Context: an optimization exercise on an open-source flow, tuned for small area, a short achievable clock period and few clock cycles per item. The choices shown serve that exercise and are no tape-out recipe.
Function was checked by simulation only, so behaviour that the tests miss may differ from the original.

// dual_wheel_incremental_pid_drive
module dual_wheel_incremental_pid_drive #(
	parameter int TICK_BITS = dwpid_pkg::TICK_BITS
) (
	input  logic                        clk,
	input  logic                        arst_n,
	input  logic                        psel,
	input  logic                        penable,
	input  logic                        pwrite,
	input  logic [4:0]                  paddr,
	input  logic [31:0]                 pwdata,
	output logic [31:0]                 prdata,
	output logic                        pready,
	input  logic                        in_valid,
	output logic                        in_stall,
	input  logic [2:0]                  cmd,
	input  logic signed [15:0]          speed,
	input  logic signed [TICK_BITS-1:0] left_ticks,
	input  logic signed [TICK_BITS-1:0] right_ticks,
	output logic                        out_valid,
	input  logic                        out_stall,
	output logic [15:0]                 left_duty,
	output logic [1:0]                  left_dir,
	output logic [15:0]                 right_duty,
	output logic [1:0]                  right_dir,
	output logic signed [15:0]          left_speed,
	output logic signed [15:0]          right_speed,
	output logic signed [31:0]          left_odometry,
	output logic signed [31:0]          right_odometry
);
	localparam int PWM_STAGE = 7;
	dwpid_pkg::cfg_t cfg_q;
	logic            wr;
	assign pready = 1'b1;
	assign wr     = psel && penable && pwrite;
	always_ff @(posedge clk or negedge arst_n) begin
		if (!arst_n) begin
			cfg_q.kp_centi         <= dwpid_pkg::KP_RESET;
			cfg_q.ki_centi         <= dwpid_pkg::KI_RESET;
			cfg_q.kd_centi         <= dwpid_pkg::KD_RESET;
			cfg_q.velocity_scale   <= dwpid_pkg::SCALE_RESET;
  ...
For scale: about 19000 cells after synthesis, roughly 260 I/O pins, about 0.19 mm^2 of cells after synthesis.
==> module dwpid_div, before the edit <==
module dwpid_div (
	input  logic        clk,
	input  logic        arst_n,
	input  logic        start,       
	input  logic [15:0] pwm_max,
	input  logic [14:0] lnorm,
	output logic [4:0]  remain,
	output logic [31:0] pwm_mul
);
	localparam int NCYC = 16;
	logic        load_q, busy_q;
	logic [4:0]  cnt_q;
	logic [14:0] den_q;
	logic [16:0] den3_q;
	logic [14:0] rem_q;
	logic [31:0] quo_q;
	logic [16:0] trial;
	logic [17:0] s1, s2, s3;
	logic [14:0] rem_n;
	logic [1:0]  qd;
	assign trial = {rem_q, quo_q[31:30]};
	assign s1    = {1'b0, trial} - 18'(den_q);
	assign s2    = {1'b0, trial} - {2'b0, den_q, 1'b0};
	assign s3    = {1'b0, trial} - {1'b0, den3_q};
	always_comb begin
		if (!s3[17]) begin
			qd    = 2'd3;
			rem_n = s3[14:0];
		end else if (!s2[17]) begin
			qd    = 2'd2;
			rem_n = s2[14:0];
		end else if (!s1[17]) begin
			qd    = 2'd1;
			rem_n = s1[14:0];
		end else begin
			qd    = 2'd0;
			rem_n = trial[14:0];
		end
	end
	always_ff @(posedge clk or negedge arst_n) begin
		if (!arst_n) begin
			load_q <= 1'b0;
			busy_q <= 1'b0;
			cnt_q  <= '0;
			quo_q  <= dwpid_pkg::PWM_MUL_RESET;
		end else begin
			load_q <= start;
			if (load_q) begin
				busy_q <= 1'b1;
				cnt_q  <= 5'(NCYC);
				quo_q  <= {pwm_max[1:0], 15'd0, lnorm};
			end else if (busy_q) begin
				quo_q <= {quo_q[29:0], qd};
				cnt_q <= cnt_q - 5'd1;
				if (cnt_q == 5'd1) busy_q <= 1'b0;
			end
		end
	end
	always_ff @(posedge clk) begin
		if (load_q) begin
			den_q  <= lnorm;
			den3_q <= 17'(lnorm) + {1'b0, lnorm, 1'b0};
			rem_q  <= {1'b0, pwm_max[15:2]};
		end else if (busy_q) begin
			rem_q <= rem_n;
		end
	end
	assign pwm_mul = quo_q;
	assign remain = load_q ? 5'(NCYC + 1) : (busy_q ? cnt_q : 5'd0);
endmodule
export LEC_CHECK = 0
export CAP_MARGIN = 20
export CORE_MARGIN = 2
export CORE_UTILIZATION = 55
export SETUP_SLACK_MARGIN = 5
export SLEW_MARGIN = 20
create_clock -name core_clock -period 12.0 [get_ports {clk}]
run.sh (not shown) runs the stock make flow with config.mk's settings and CLKGATE_MAP_FILE= SYNTH_SCRIPT=/design/flow/synth_recipe.tcl, a recipe that flattens the netlist after the stock synthesis.
Testbench counts at the start, summed over its fixed seeds: cycles 2,152, items 2,048.
==> next run, changes <==
--- a/flow/design.v
+++ b/flow/design.v
@@ -39,38 +39,32 @@
 	input  logic [14:0] lnorm,
 	output logic [4:0]  remain,
 	output logic [31:0] pwm_mul
 );
-	localparam int NCYC = 16;
+	localparam int NCYC = 8;
 	logic        load_q, busy_q;
-	logic [4:0]  cnt_q;
+	logic [3:0]  cnt_q;
 	logic [14:0] den_q;
 	logic [16:0] den3_q;
 	logic [14:0] rem_q;
 	logic [31:0] quo_q;
-	logic [16:0] trial;
-	logic [17:0] s1, s2, s3;
-	logic [14:0] rem_n;
-	logic [1:0]  qd;
-	assign trial = {rem_q, quo_q[31:30]};
-	assign s1    = {1'b0, trial} - 18'(den_q);
-	assign s2    = {1'b0, trial} - {2'b0, den_q, 1'b0};
-	assign s3    = {1'b0, trial} - {1'b0, den3_q};
-	always_comb begin
-		if (!s3[17]) begin
-			qd    = 2'd3;
-			rem_n = s3[14:0];
-		end else if (!s2[17]) begin
-			qd    = 2'd2;
-			rem_n = s2[14:0];
-		end else if (!s1[17]) begin
-			qd    = 2'd1;
-			rem_n = s1[14:0];
-		end else begin
-			qd    = 2'd0;
-			rem_n = trial[14:0];
-		end
-	end
+	logic [14:0] rem_a, rem_b;
+	logic [1:0]  qd_a, qd_b;
+	function automatic logic [16:0] step4(input logic [14:0] r, input logic [1:0] d,
+			input logic [14:0] den, input logic [16:0] den3);
+		logic [16:0] trial;
+		logic [17:0] s1, s2, s3;
+		trial = {r, d};
+		s1    = {1'b0, trial} - 18'(den);
+		s2    = {1'b0, trial} - {2'b0, den, 1'b0};
+		s3    = {1'b0, trial} - {1'b0, den3};
+		if (!s3[17])      step4 = {2'd3, s3[14:0]};
+		else if (!s2[17]) step4 = {2'd2, s2[14:0]};
+		else if (!s1[17]) step4 = {2'd1, s1[14:0]};
+		else              step4 = {2'd0, trial[14:0]};
+	endfunction
+	assign {qd_a, rem_a} = step4(rem_q, quo_q[31:30], den_q, den3_q);
+	assign {qd_b, rem_b} = step4(rem_a, quo_q[29:28], den_q, den3_q);
 	always_ff @(posedge clk or negedge arst_n) begin
 		if (!arst_n) begin
 			load_q <= 1'b0;
 			busy_q <= 1'b0;
@@ -79,14 +73,14 @@
 		end else begin
 			load_q <= start;
 			if (load_q) begin
 				busy_q <= 1'b1;
-				cnt_q  <= 5'(NCYC);
+				cnt_q  <= 4'(NCYC);
 				quo_q  <= {pwm_max[1:0], 15'd0, lnorm};
 			end else if (busy_q) begin
-				quo_q <= {quo_q[29:0], qd};
-				cnt_q <= cnt_q - 5'd1;
-				if (cnt_q == 5'd1) busy_q <= 1'b0;
+				quo_q <= {quo_q[27:0], qd_a, qd_b};
+				cnt_q <= cnt_q - 4'd1;
+				if (cnt_q == 4'd1) busy_q <= 1'b0;
 			end
 		end
 	end
 	always_ff @(posedge clk) begin
@@ -94,13 +88,13 @@
 			den_q  <= lnorm;
 			den3_q <= 17'(lnorm) + {1'b0, lnorm, 1'b0};
 			rem_q  <= {1'b0, pwm_max[15:2]};
 		end else if (busy_q) begin
-			rem_q <= rem_n;
+			rem_q <= rem_b;
 		end
 	end
 	assign pwm_mul = quo_q;
-	assign remain = load_q ? 5'(NCYC + 1) : (busy_q ? cnt_q : 5'd0);
+	assign remain = load_q ? 5'(NCYC + 1) : (busy_q ? 5'(cnt_q) : 5'd0);
 endmodule
 module dwpid_mul_pa (
 	input  logic [15:0] a,
 	input  logic [7:0] b,
Outcome: Routed wire length increases by 0.71%. Cell count barely changes. Global-route usage decreases by 0.28 points. Fmax decreases by 2.1%. Synthesized cell count decreases by 0.67%. Setup slack loses 140 ps. Hold slack loses 11 ps. Critical path depth increases by 3.
Testbench counts after the change, summed over its fixed seeds: cycles 2,128, items 2,048.

========
dual_wheel_incremental_pid_drive, a different RTL version from the one above (not shown whole).
Size: roughly 17000 cells after synthesis, about 1400 flip-flops, about 170000 um2 of cells after synthesis.
Settings: LEC_CHECK=0, CAP_MARGIN=20, CORE_MARGIN=2, CORE_UTILIZATION=55, SETUP_SLACK_MARGIN=5, SLEW_MARGIN=20; clock period 12.0 ns.
Testbench counts at the start, summed over its fixed seeds: cycles 2,112, items 2,048.
Next try:
--- a/flow/design.v
+++ b/flow/design.v
@@ -8186,14 +8186,15 @@
 	input  logic [15:0]        tk0,
 	input  logic signed [16:0] tgt0,
 	input  logic [15:0]        scale,
 	input  logic [15:0]        kp,
 	input  logic [15:0]        ki,
 	input  logic [15:0]        kd,
 	input  logic [21:0]        hlim,
+	input  logic signed [22:0] nhlim,      
 	input  logic [3:0]         sh,
 	input  logic [31:0]        pwm_mul,
 	output logic [15:0]        duty,
 	output logic [1:0]         dir,
 	output logic signed [15:0] speed,
 	output logic signed [31:0] odo
 );
@@ -8214,38 +8215,47 @@
 	logic signed [16:0] tgt1;
 	logic [15:0]        tk1, tk2, tk3, tk4, tk5, tk6;
 	logic signed [15:0] meas_c;
 	logic               eclip;
 	logic signed [16:0] e_c;
 	logic signed [17:0] d1_c;
 	logic signed [18:0] d2_c;
+	logic signed [18:0] x_c;
 	logic signed [16:0] e1_q;
-	logic signed [17:0] g1_q;      
+	logic signed [18:0] x1_q;      
 	assign meas_c = (pq1 > 26'sd32767) ? 16'sd32767 :
 	                (pq1 < -26'sd32768) ? -16'sd32768 : 16'(pq1);
 	assign eclip  = (tgt1 == 17'sd32768) && (meas_c == -16'sd32768);
 	assign e_c    = 17'(18'(tgt1) - 18'(meas_c) - 18'(eclip));
 	assign d1_c   = 18'(tgt1) - 18'(meas_c) - 18'(eclip) - 18'(e1_q);
-	assign d2_c   = 19'(tgt1) - 19'(meas_c) - 19'(eclip) - 19'(e1_q) - 19'(g1_q);
+	assign d2_c   = 19'(tgt1) - 19'(meas_c) - 19'(eclip) - x1_q;
+	assign x_c    = (19'(tgt1) - 19'(meas_c) - 19'(eclip)) * 19'sd2 - 19'(e1_q);
 	logic signed [16:0] e2;
 	logic signed [17:0] d12;
 	logic signed [18:0] d22;
 	logic [37:0] dr0_c, dr1_c;
 	dwpid_mul_pid u_pid (
 		.kp (kp), .ki (ki), .kd (kd), .d1 (d12), .e (e2), .d2 (d22),
 		.r0 (dr0_c), .r1 (dr1_c)
 	);
 	logic [37:0] dr03, dr13;
 	logic signed [22:0] acc_q;
-	logic signed [37:0] asum, ahi, alo;
+	logic [37:0]        dd;
+	logic               big_pos, big_neg;
+	logic signed [25:0] asum;
+	logic               above, below;
 	logic signed [22:0] acc_c;
-	assign asum  = 38'(acc_q) + dr03 + dr13;
-	assign ahi   = 38'(acc_q) + dr03 + dr13 - 38'(hlim) - 38'd1;
-	assign alo   = 38'(acc_q) + dr03 + dr13 + 38'(hlim);
-	assign acc_c = !ahi[37] ? 23'(hlim) : alo[37] ? -(23'(hlim)) : 23'(asum);
+	assign dd      = dr03 + dr13;
+	assign big_pos = !dd[37] && (dd[36:24] != '0);
+	assign big_neg = dd[37] && (dd[36:24] != '1);
+	assign asum    = 26'(acc_q) + dr03[25:0] + dr13[25:0];
+	assign above   = asum > $signed({4'd0, hlim});
+	assign below   = asum < 26'(nhlim);
+	assign acc_c   = (big_pos || (!big_neg && above)) ? 23'(hlim) :
+	                 (big_neg || below) ? nhlim : 23'(asum);
 	logic [21:0]  amag;
 	logic [25:10] osum;
 	logic [14:0]  o_c;
 	assign amag = acc_q[21:0] ^ {22{acc_q[22]}};
 	dwpid_div100 u_o (.a (amag), .neg (acc_q[22]), .y (osum));
 	assign o_c  = osum[24:10];
 	logic [14:0] o5;
@@ -8291,21 +8301,21 @@
 			neg7  <= neg6;
 			speed <= meas6;
 		end
 	end
 	always_ff @(posedge clk or negedge arst_n) begin
 		if (!arst_n) begin
 			e1_q  <= '0;
-			g1_q  <= '0;
+			x1_q  <= '0;
 			acc_q <= '0;
 			odo   <= '0;
 		end else begin
 			if (upd_pid) begin
 				e1_q <= e_c;
-				g1_q <= d1_c;
+				x1_q <= x_c;
 			end
 			if (upd_acc) acc_q <= acc_c;
 			if (upd_out) odo <= NEG ? odo - 32'($signed(tk6)) : odo + 32'($signed(tk6));
 		end
 	end
 endmodule
 module dual_wheel_incremental_pid_drive #(
@@ -8375,25 +8385,27 @@
 		endcase
 	end
 	assign prdata = {16'd0, rd_q};
 	logic [14:0] lim;
 	logic [3:0]  sh_c;
 	logic [14:0] lnorm;
 	logic [21:0] hlim_q;
+	logic [22:0] nhlim_q;
 	logic [3:0]  sh_q;
 	assign lim = (cfg_q.full_speed_limit == '0) ? 15'd1 : cfg_q.full_speed_limit;
 	always_comb begin
 		sh_c = 4'd0;
 		for (int i = 0; i < 15; i++) begin
 			if (lim[i]) sh_c = 4'(14 - i);
 		end
 	end
 	assign lnorm = lim << sh_c;
 	always_ff @(posedge clk) begin
-		hlim_q <= 22'(lim) * 22'd100;
+		hlim_q  <= 22'(lim) * 22'd100;
+		nhlim_q <= 23'd0 - 23'(lim) * 23'd100;
 		sh_q   <= sh_c;
 	end
 	logic [4:0]  div_remain;
 	logic [31:0] pwm_mul;
 	dwpid_div u_div (
 		.clk     (clk),
 		.arst_n  (arst_n),
@@ -8473,14 +8485,15 @@
 		.tk0     (lt0),
 		.tgt0    (ltgt),
 		.scale   (cfg_q.velocity_scale),
 		.kp      (cfg_q.kp_centi),
 		.ki      (cfg_q.ki_centi),
 		.kd      (cfg_q.kd_centi),
 		.hlim    (hlim_q),
+		.nhlim   (nhlim_q),
 		.sh      (sh_q),
 		.pwm_mul (pwm_mul),
 		.duty    (left_duty),
 		.dir     (left_dir),
 		.speed   (left_speed),
 		.odo     (left_odometry)
 	);
@@ -8495,14 +8508,15 @@
 		.tk0     (rt0),
 		.tgt0    (rtgt),
 		.scale   (cfg_q.velocity_scale),
 		.kp      (cfg_q.kp_centi),
 		.ki      (cfg_q.ki_centi),
 		.kd      (cfg_q.kd_centi),
 		.hlim    (hlim_q),
+		.nhlim   (nhlim_q),
 		.sh      (sh_q),
 		.pwm_mul (pwm_mul),
 		.duty    (right_duty),
 		.dir     (right_dir),
 		.speed   (right_speed),
 		.odo     (right_odometry)
 	);
- The new run finished clean
- cell count fell slightly
- design area fell slightly
- synthesized area rose slightly
- global-route usage fell by 0.26 points
Testbench counts after the change, summed over its fixed seeds: cycles 2,112, items 2,048.

[port drivers added, routing unchanged]
In the flow no input, the clock included, has a driving cell. The finished layouts below were timed again as built, in two steps.
Step 1, drivers: a clkbuf_16 drives clk and a buf_2 each remaining input, both assumed.
Step 2 adds t to the input delays and takes it off the output delays; t is the mean of the earliest and latest rising clock arrival at the registers after step 1. Input paths then give back, and output paths get back, about the clock's delay inside the block.
a / b / c = ideal / step 1 / step 2; a / b = the first two.
run | shift t [ns] | setup slack, ns | slew at the worst register clock pin (ns) | pins driven straight from the clock port
the first run of note 1 | 1.042 | 5.286 / 5.286 / 5.286 | 0.08 / 0.08 | 1
the second run of note 1 | 1.029 | 5.142 / 5.142 / 5.142 | 0.07 / 0.07 | 1
the first run of note 2 | 0.959 | 4.953 / 4.953 / 4.953 | 0.07 / 0.07 | 1
the second run of note 2 | 0.956 | 5.192 / 5.192 / 5.192 | 0.07 / 0.07 | 1
After both steps every run listed still meets setup and hold.
